Source: an optimization exercise on an open RTL-to-GDS flow (aim: small area, a short achievable clock period and few clock cycles). Production flows keep margins and buffers that such runs may drop. Function was checked by simulation only, so behaviour that the tests miss may differ from the original.

==> build 28: inputs <==
## deferred_one_shot_timer_array
module deferred_one_shot_timer_array #(
    parameter int TIMER_SLOTS = dost_pkg::DEF_TIMER_SLOTS,
    parameter int TIME_WIDTH  = dost_pkg::DEF_TIME_WIDTH
) (
    input  logic            i_clk,
    input  logic            i_rst_n,
    input  logic            start,
    input  logic [70:0]     i_req,
    output logic            busy,
    output logic            o_strobe,
    output logic [37:0]     o_evt
);
clock: 12.0 ns
lec_check: 0
cap_margin: 20
core_margin: 2
core_utilization: 40
place_density: 0.6
slew_margin: 20
run.sh (not shown) runs the stock make flow with config.mk's settings and CLKGATE_MAP_FILE= SYNTH_SCRIPT=/design/flow/synth_recipe.tcl, a recipe that flattens the netlist after the stock synthesis.
==> build 31: changes against build 28 <==
==> flow/design.v (replaced) <==
package dost_pkg;
    localparam int DEF_TIMER_SLOTS = 16;
    localparam int DEF_TIME_WIDTH  = 32;
    localparam logic [1:0] FUNC_TICK  = 2'd0;
    localparam logic [1:0] FUNC_START = 2'd1;
    localparam logic [1:0] FUNC_STOP  = 2'd2;
    localparam logic KIND_PLAIN  = 1'b0;
    localparam logic KIND_TICKED = 1'b1;
    typedef struct packed {
        logic [1:0]  func;
        logic        timer_kind;
        logic [3:0]  timer_id;
        logic [31:0] duration;
        logic [31:0] delta;
    } t_req;
    typedef struct packed {
        logic        event_kind;
        logic [3:0]  event_id;
        logic [31:0] event_delta;
        logic        last;
    } t_evt;
    typedef struct packed {
        logic expired;
        logic emit;
    } t_unit_res;
endpackage
module dost_unit #(
    parameter int TW = 33
) (
    input  logic [TW-1:0] i_a,
    input  logic [TW-1:0] i_b,
    output logic [TW-1:0] o_sum
);
    assign o_sum = i_a + i_b;
endmodule
module dost_slot_ram #(
    parameter int DEPTH = 32,
    parameter int WIDTH = 32,
    parameter int AW    = (DEPTH > 1) ? $clog2(DEPTH) : 1
) (
    input  logic             i_clk,
    input  logic             i_we,
    input  logic [AW-1:0]    i_waddr,
    input  logic [WIDTH-1:0] i_wdata,
    input  logic [AW-1:0]    i_raddr,
    output logic [WIDTH-1:0] o_rdata
);
    logic [WIDTH-1:0] r_mem [DEPTH];
    logic [WIDTH-1:0] r_rdata;
    always_ff @(posedge i_clk) begin
        if (i_we) begin
            r_mem[i_waddr] <= i_wdata;
        end
        r_rdata <= r_mem[i_raddr];
    end
    assign o_rdata = r_rdata;
endmodule
module deferred_one_shot_timer_array #(
    parameter int TIMER_SLOTS = dost_pkg::DEF_TIMER_SLOTS,
    parameter int TIME_WIDTH  = dost_pkg::DEF_TIME_WIDTH
) (
    input  logic            i_clk,
    input  logic            i_rst_n,
    input  logic            start,
    input  logic [70:0]     i_req,
    output logic            busy,
    output logic            o_strobe,
    output logic [37:0]     o_evt
);
    localparam int NS = 16;
    localparam int NA = 2 * NS;
    localparam int TW = 33;
    dost_pkg::t_req req;
    assign req = i_req;
    function automatic logic f_ge(input logic [TW-1:0] a, input logic [TW-1:0] nb);
        logic [31:0] g, p;
        g = a[31:0] & nb[31:0];
        p = a[31:0] | nb[31:0];
        for (int w = 1; w < 32; w = w * 2) begin
            for (int k = 0; k < 32; k += 2 * w) begin
                g[k+2*w-1] = g[k+2*w-1] | (p[k+2*w-1] & g[k+w-1]);
                p[k+2*w-1] = p[k+2*w-1] & p[k+w-1];
            end
        end
        f_ge = !((a[TW-1] ^ nb[TW-1]) ^ (g[31] | p[31]));
    endfunction
    logic            r_busy;
    logic            r_go;
    logic [1:0]      r_func;
    logic [4:0]      r_slot;
    logic [31:0]     r_dur;
    logic [TW-1:0]   r_tnew;
    logic [31:0]     r_delta;
    logic [TW-1:0]   r_time;
    logic [NA-1:0]   r_active;
    logic [NA-1:0]   r_startp;
    logic [NA-1:0]   r_stop;
    logic [NA-1:0]   r_em;
    logic            r_strobe;
    logic [37:0]     r_evt;
    logic [TW-1:0]   r_ndl [NA];
    logic take;
    assign take = start && !r_busy;
    logic [TW-1:0] tnew_sum;
    logic [TW-1:0] dsum;
    dost_unit #(.TW(TW)) u_tnew (
        .i_a   (r_time),
        .i_b   ({1'b0, req.delta}),
        .o_sum (tnew_sum)
    );
    assign dsum = r_time + {1'b0, r_dur};
    always_ff @(posedge i_clk) begin
        if (!i_rst_n) begin
            r_go <= 1'b0;
        end else begin
            r_go <= take;
        end
        r_func <= req.func;
        r_slot <= {req.timer_kind, req.timer_id};
        r_dur  <= req.duration;
        r_tnew <= tnew_sum;
        if (take) begin
            r_delta <= req.delta;
        end
    end
    logic          is_tick, is_start, is_stop;
    logic [NA-1:0] sel;
    logic [NA-1:0] act_n;
    logic [NA-1:0] ge;
    logic [NA-1:0] expd;
    logic [NA-1:0] em;
    logic [NA-1:0] rest;
    logic [NA-1:0] stop_n;
    logic [NA-1:0] dwe;
    logic [TW-1:0] ndl_w;
    logic [4:0]    first;
    logic          any_ev;
    logic          multi_ev;
    assign is_tick  = r_go && (r_func == dost_pkg::FUNC_TICK);
    assign is_start = r_go && (r_func == dost_pkg::FUNC_START);
    assign is_stop  = r_go && (r_func == dost_pkg::FUNC_STOP);
    always_comb begin
        for (int i = 0; i < NA; i++) begin
            sel[i] = (r_slot == 5'(i));
        end
    end
    assign dwe   = {NA{is_start}} & sel & ~r_active & ~r_startp;
    assign ndl_w = ~dsum;
    assign act_n = (r_active & ~r_stop) | r_startp;
    always_comb begin
        for (int i = 0; i < NA; i++) begin
            ge[i] = f_ge(r_tnew, r_ndl[i]);
        end
    end
    assign expd = act_n & ge;
    assign em   = {act_n[NA-1:NS] & ~ge[NA-1:NS], expd[NS-1:0]};
    always_comb begin
        for (int j = 0; j < NS; j++) begin
            stop_n[j]      = act_n[j]      & (expd[j] | expd[NS+j]);
            stop_n[NS + j] = act_n[NS + j] & (expd[j] | expd[NS+j]);
        end
    end
    function automatic logic [NA+6:0] f_pick(input logic [NA-1:0] v);
        logic [NA-1:0] q;
        logic [NA-1:0] a;
        logic [NA-1:0] m;
        logic [4:0]    ix [NA];
        q = v;
        for (int d = 1; d < NA; d = d * 2) begin
            for (int i = NA - 1; i >= d; i--) begin
                q[i] = q[i] | q[i-d];
            end
        end
        for (int i = 0; i < NA; i++) begin
            a[i]  = v[i];
            m[i]  = 1'b0;
            ix[i] = '0;
        end
        for (int w = 1; w < NA; w = w * 2) begin
            for (int k = 0; k < NA; k += 2 * w) begin
                m[k]  = m[k] | m[k+w] | (a[k] & a[k+w]);
                ix[k] = a[k] ? ix[k] : (ix[k+w] | 5'(w));
                a[k]  = a[k] | a[k+w];
            end
        end
        f_pick = {v & {q[NA-2:0], 1'b0}, a[0], m[0], ix[0]};
    endfunction
    logic [NA+6:0] pick_t, pick_e;
    assign pick_t = f_pick(em);
    assign pick_e = f_pick(r_em);
    assign {rest, any_ev, multi_ev, first} = is_tick ? pick_t : pick_e;
    always_ff @(posedge i_clk) begin
        if (!i_rst_n) begin
            r_busy   <= 1'b0;
            r_time   <= '0;
            r_active <= '0;
            r_startp <= '0;
            r_stop   <= '0;
            r_em     <= '0;
            r_strobe <= 1'b0;
        end else begin
            r_busy   <= (take && (req.func == dost_pkg::FUNC_TICK)) || multi_ev;
            r_em     <= rest;
            r_strobe <= any_ev;
            if (is_tick) begin
                r_time   <= r_tnew;
                r_active <= act_n;
                r_startp <= '0;
                r_stop   <= stop_n;
            end else begin
                r_startp <= r_startp | dwe;
                if (is_stop) begin
                    r_stop[r_slot[3:0]]      <= r_active[r_slot[3:0]];
                    r_stop[NS + r_slot[3:0]] <= r_active[NS + r_slot[3:0]];
                end
            end
        end
    end
    always_ff @(posedge i_clk) begin
        for (int i = 0; i < NA; i++) begin
            if (dwe[i]) r_ndl[i] <= ndl_w;
        end
        r_evt <= {first[4], first[3:0], first[4] ? r_delta : 32'd0, !multi_ev};
    end
    assign busy     = r_busy;
    assign o_strobe = r_strobe;
    assign o_evt    = r_evt;
endmodule
==> flow/flow/run.sh (new file) <==
#!/bin/bash
# The standard layout, with timing repair aiming well below the clock period:
# repair_timing treats any path with less than SETUP_SLACK_MARGIN ns of slack
# as failing, so it sizes and buffers the design toward a shorter period.
set -euo pipefail
bash standard.sh SETUP_SLACK_MARGIN=8 finish > flow_make.log 2>&1
==> flow/standard.sh (new file) <==
#!/bin/bash
# synth_recipe.tcl (not shown) runs the flow's synth.tcl, then flattens the netlist and writes it again
# the make line also repeats each setting of config.mk as NAME=value (left out here)
make -C /OpenROAD-flow-scripts/flow DESIGN_CONFIG=/design/flow/config.mk WORK_HOME=/design/flow/orfs CLKGATE_MAP_FILE= SYNTH_SCRIPT=/design/flow/synth_recipe.tcl "${@:-finish}"
CORE_UTILIZATION = 65   (was 40)
CTS_BUF_LIST = sky130_fd_sc_hd__clkbuf_8   (was default)
PLACE_DENSITY = 0.75   (was 0.6)
SYNTH_HIERARCHICAL = 1   (was default)
SYNTH_MINIMUM_KEEP_SIZE = 0   (was default)
removed: flow/run.sh
==> impl.org <==
** Finish
- In the final layout, flip-flops and latches take up 50.82% of the cell area.
- The finished layout holds 7,219 standard cells, fillers aside.
- Of the cells placed in the final design, the portion with a size suffix greater than 1 is 16.48%.
- After filler insertion, the fill cell instance count of the layout stands at 5,898.
- The number of antenna diodes in the final layout is 1.

** CTS
- Gates resized, CTS repair :: 334

** Setup path
- Required @ worst endpoint :: 12.75 ns
- Crit path DAT :: 4.84 ns
- Cell breakdown of the critical path :: buf_16 -> o22a_1 -> o21ai_0 -> or4_1 -> a31oi_1 -> or4_1 -> mux2i_2 -> a2111o_1 -> nor2_4 -> o311ai_1 -> o21ai_0

** Global routing
- Global routing used 53.83% of the available met1 tracks.
- The number of antenna violations at the first check in global routing came to 3.
- For this run, global-route usage on met2 was measured as 60.64%.

** Synthesis
- Of the synthesized area, sequential elements account for 60.31%.
- Synthesized netlist cell count :: 5,478

** Run status
- The run finished with no timing, DRC or antenna violations.

** Route
- The pre-antenna-repair detailed-routing pass consisted of 10 iterations.
- After detailed routing, the total wire length is 215,200 um.
-- figures above: build 31

==> impl.org <==
** Setup path
- Required @ worst endpoint :: 12.65 ns
- Crit path DAT :: 7.10 ns
- Cell breakdown of the critical path :: buf_4 -> nand2b_1 -> maj3_1 -> a211oi_1 -> nor4b_1 -> buf_4 -> o31ai_1 -> and3_1 -> o41ai_1 -> buf_4 -> nor2_1 -> nand3_1 -> nor2_1 -> nand3_1 -> or3_1 -> a2111oi_2 -> a21oi_1

** Finish
- Sequential cells make up 53.09% of the cell area.
- Ant diodes :: 3
- After filler insertion, the fill cell instance count of the layout stands at 14,080.
- Of the cells placed in the final design, the portion with a size suffix greater than 1 is 8.320%.
- Filler-free cell count of the finished design :: 7,710

** Synthesis
- After synthesis, flip-flops and latches occupy 60.34% of the total area.
- In the synthesized netlist, the number of instances is 5,395.

** Route
- Drt total wl :: 199,500 um
- The first detailed-routing pass ran for 6 iterations.

** Run status
- The run finished with no timing, DRC or antenna violations.

** CTS
- Gates resized, CTS repair :: 0

** Global routing
- Global routing consumed, on the met2 layer, 37.19% of the routing resources.
- The number of antenna violations at the first check in global routing was 2.
-- figures above: build 28

Testbench counts of build 28, summed over its fixed seeds: cycles 98,575.
Testbench counts of build 31, summed over its fixed seeds: cycles 98,575.

==> separate check: timing with driven ports <==
No port has a modelled driver above. Below, the same layouts with a new extraction and two added sets of constraints.
Step 1, drivers: a clkbuf_16 drives i_clk and a buf_2 each remaining input, both assumed.
Step 2 adds t to the input delays and takes it off the output delays; t is the mean of the earliest and latest rising clock arrival at the registers after step 1. Input paths then give back, and output paths get back, about the clock's delay inside the block.
Slacks: no drivers / after step 1 / after step 2; pairs: no drivers / after step 1.
run | t, ns | setup slack, ns | hold WS [ns] | latest minus earliest clock arrival (ns) | slew at the worst register clock pin (ns)
build 28 | 0.876 | 5.553 / 5.553 / 4.779 | 0.437 / 0.437 / 0.437 | 0.041 / 0.042 | 0.07 / 0.07
build 31 | 0.962 | 7.905 / 7.905 / 7.133 | 0.439 / 0.439 / 0.439 | 0.037 / 0.037 | 0.07 / 0.07
After both steps every run listed still meets setup and hold. For build 28, which loses most, drivers alone change the setup slack by 0.000 ns; drivers and shift together by -0.774 ns.
